This is an optimization exercise on Yosys and OpenROAD, whose aim is small area, not a production implementation. The RTL was checked by simulation tests, not by an equivalence proof against the original design. Power and IR drop assume default switching activity. No driver is modelled on the clock port, so clocking that relies on it looks cheaper here than on a real chip.

== juniper ==
Design route_table_move_to_front, start of the top module:
module route_table_move_to_front #(
   parameter int ENTRIES = 32
) (
   input  wire logic          clock,
   input  wire logic          reset,
   input  wire logic          req_tvalid,
   output logic               req_tready,
   input  wire logic [87:0]   req_tdata,
   input  wire logic [1:0]    req_tuser,    
   output logic               rsp_tvalid,
   input  wire logic          rsp_tready,
   output logic [47:0]        rsp_tdata,
   output logic [1:0]         rsp_tuser     
);
   localparam int CNT_W = $clog2(ENTRIES + 1);
   localparam int W     = rtmf_pkg::ENTRY_W;
   logic [32:0]            req_key;
   logic [W-1:0]           new_entry;
   logic [W-1:0]           head;
   logic [47:0]            spare;
   logic                   put_key;
   logic                   put_hop;
   logic                   put_new;
   logic                   take_key;
   logic                   take_hop;
   logic                   clear_spare;
   logic [CNT_W-1:0]       route_count;
   assign req_key   = rtmf_pkg::make_key(req_tdata[31:0], req_tdata[37:32]);
  ...
Size: about 3500 cells after synthesis, about 2700 flip-flops.
==> flow/config.mk <==
export PLATFORM = sky130hd
export DESIGN_NAME = route_table_move_to_front
export DESIGN_NICKNAME = route_table_move_to_front
export VERILOG_FILES = /design/flow/design.v
export SDC_FILE = /design/flow/constraint.sdc
export NUM_CORES = 4
export LEC_CHECK = 0
export ABC_AREA = 1
export ABC_CLOCK_PERIOD_IN_PS = 8000
export CAP_MARGIN = 20
export CORE_MARGIN = 2
export CORE_UTILIZATION = 40
export SLEW_MARGIN = 20
==> flow/constraint.sdc <==
create_clock -name core_clock -period 8.0 [get_ports {clock}]
set_input_delay 1.6000 -clock core_clock [delete_from_list [all_inputs] [get_ports {clock}]]
set_output_delay 1.6000 -clock core_clock [all_outputs]
set_load 0.01 [all_outputs]
standard.sh (not shown) runs the stock make flow with config.mk's settings and CLKGATE_MAP_FILE= SYNTH_SCRIPT=/design/flow/synth_recipe.tcl, a recipe that flattens the netlist after the stock synthesis.
==> flow/flow/run.sh <==
#!/bin/bash
# Standard layout, with two changes: clock tree synthesis without dummy loads,
# and port buffers of the smallest buffer cell.
set -euo pipefail
export CTS_ARGS="-sink_clustering_enable -repair_clock_nets -dont_use_dummy_load -sink_clustering_size 33 -sink_clustering_max_diameter 100"
export BUFFER_PORTS_ARGS="-buffer_cell sky130_fd_sc_hd__buf_1"
bash standard.sh > standard.log 2>&1
> inputs changed (juniper -> lagoon)
diff --git a/flow/flow/run.sh b/flow/flow/run.sh
--- a/flow/flow/run.sh
+++ b/flow/flow/run.sh
@@ -5 +5 @@
-export CTS_ARGS="-sink_clustering_enable -repair_clock_nets -dont_use_dummy_load -sink_clustering_size 33 -sink_clustering_max_diameter 100"
+export CTS_ARGS="-sink_clustering_enable -repair_clock_nets -dont_use_dummy_load -buf_list \"sky130_fd_sc_hd__clkbuf_8 sky130_fd_sc_hd__clkbuf_16\" -sink_clustering_buffer sky130_fd_sc_hd__clkbuf_16 -root_buf sky130_fd_sc_hd__clkbuf_8 -tree_buf sky130_fd_sc_hd__clkbuf_8 -sink_clustering_size 33 -sink_clustering_max_diameter 100"
Results
- Re fmax: juniper and lagoon aren't equal, and the lower value belongs to juniper.
- The lower final critical delay including setup and external delays came out of lagoon.
- Of juniper and lagoon, juniper shows the higher fraction of area in clock buffers and inverters, with lagoon below it.
- Routed metal-1 wire length in lagoon is 1.5% higher than in juniper
- From lagoon to juniper, remaining global-route overflow did not move at all.
- Register-to-register slack for lagoon: 0.02 ns down relative to juniper
- As far as synthesized netlist net count goes, lagoon and juniper are indistinguishable; the numbers are identical.
- From juniper to lagoon the numbers moved as follows: total setup buffers inserted after CTS neither gained nor lost much, total power saw a decrease.
## Diff of input files: harbor against lagoon
==> flow/flow/run.sh <==
#!/bin/bash
# Standard layout, with two changes: clock tree synthesis without dummy loads,
# in clusters of up to 33 sinks on clkbuf_16 with clkbuf_8 above them,
# and port buffers of the smallest buffer cell.
set -euo pipefail
export CTS_ARGS="-sink_clustering_enable -repair_clock_nets -dont_use_dummy_load -buf_list \"sky130_fd_sc_hd__clkbuf_8 sky130_fd_sc_hd__clkbuf_16\" -sink_clustering_buffer sky130_fd_sc_hd__clkbuf_16 -root_buf sky130_fd_sc_hd__clkbuf_8 -tree_buf sky130_fd_sc_hd__clkbuf_8 -sink_clustering_size 33 -sink_clustering_max_diameter 150"
export BUFFER_PORTS_ARGS="-buffer_cell sky130_fd_sc_hd__buf_1"
bash standard.sh > standard.log 2>&1
Notes after the runs:
- Diff lagoon..harbor | overall power consumption | negligible
- | sequential share of cell area | lagoon vs harbor | ≈ equal |
- There was hardly any difference in sum of negative setup slack between lagoon and harbor.
Relative to harbor, the following input files were edited for delta:
==> flow/flow/run.sh <==
#!/bin/bash
# Standard layout, with two changes: clock tree synthesis without dummy loads,
# in clusters of up to 33 sinks on clkbuf_16 with clkbuf_8 above them,
# and port buffers of the smallest buffer cell.
set -euo pipefail
export CTS_ARGS="-sink_clustering_enable -repair_clock_nets -dont_use_dummy_load -buf_list \"sky130_fd_sc_hd__clkbuf_8 sky130_fd_sc_hd__clkbuf_16\" -sink_clustering_buffer sky130_fd_sc_hd__clkbuf_16 -root_buf sky130_fd_sc_hd__clkbuf_8 -tree_buf sky130_fd_sc_hd__clkbuf_8 -sink_clustering_size 33 -sink_clustering_max_diameter 100"
export BUFFER_PORTS_ARGS="-buffer_cell sky130_fd_sc_hd__buf_1"
bash standard.sh > standard.log 2>&1
### Flow results
Total met2 wirelength after detailed routing (higher): harbor
Per the comparison of delta with harbor, time the worst path needs with I/O delays and setup fell 0.028 ns, data arrival time of the critical path down 0.02 ns, end-of-flow core utilization neither gained nor lost much, final worst setup slack higher.

## static timing again, ports no longer ideal
No port has a modelled driver above. Below, the same layouts with a new extraction and two added sets of constraints.
Step 1 assumes that a clkbuf_16 drives the clock port and a buf_2 every other input.
Step 2 also shifts input and output timing later by t, the mid clock arrival at the registers, as if the neighbouring blocks saw the same clock.
a / b / c = ideal ports / drivers / drivers and shift; a / b = the first two.
| run | t, ns | setup WS [ns] | worst setup path at the end | worst register clock-pin slew, ns | pins driven straight from the clock port |
|---|---|---|---|---|---|
| juniper | 0.776 | 1.982 / 1.985 / 1.209 | input to register | 0.12 / 0.12 | 1 |
| lagoon | 0.920 | 2.088 / 2.090 / 1.170 | input to register | 0.12 / 0.12 | 1 |
| harbor | 0.919 | 2.059 / 2.063 / 1.144 | input to register | 0.12 / 0.12 | 1 |
| delta | 0.920 | 2.088 / 2.090 / 1.170 | input to register | 0.12 / 0.12 | 1 |
After both steps setup and hold are still met in every run listed.
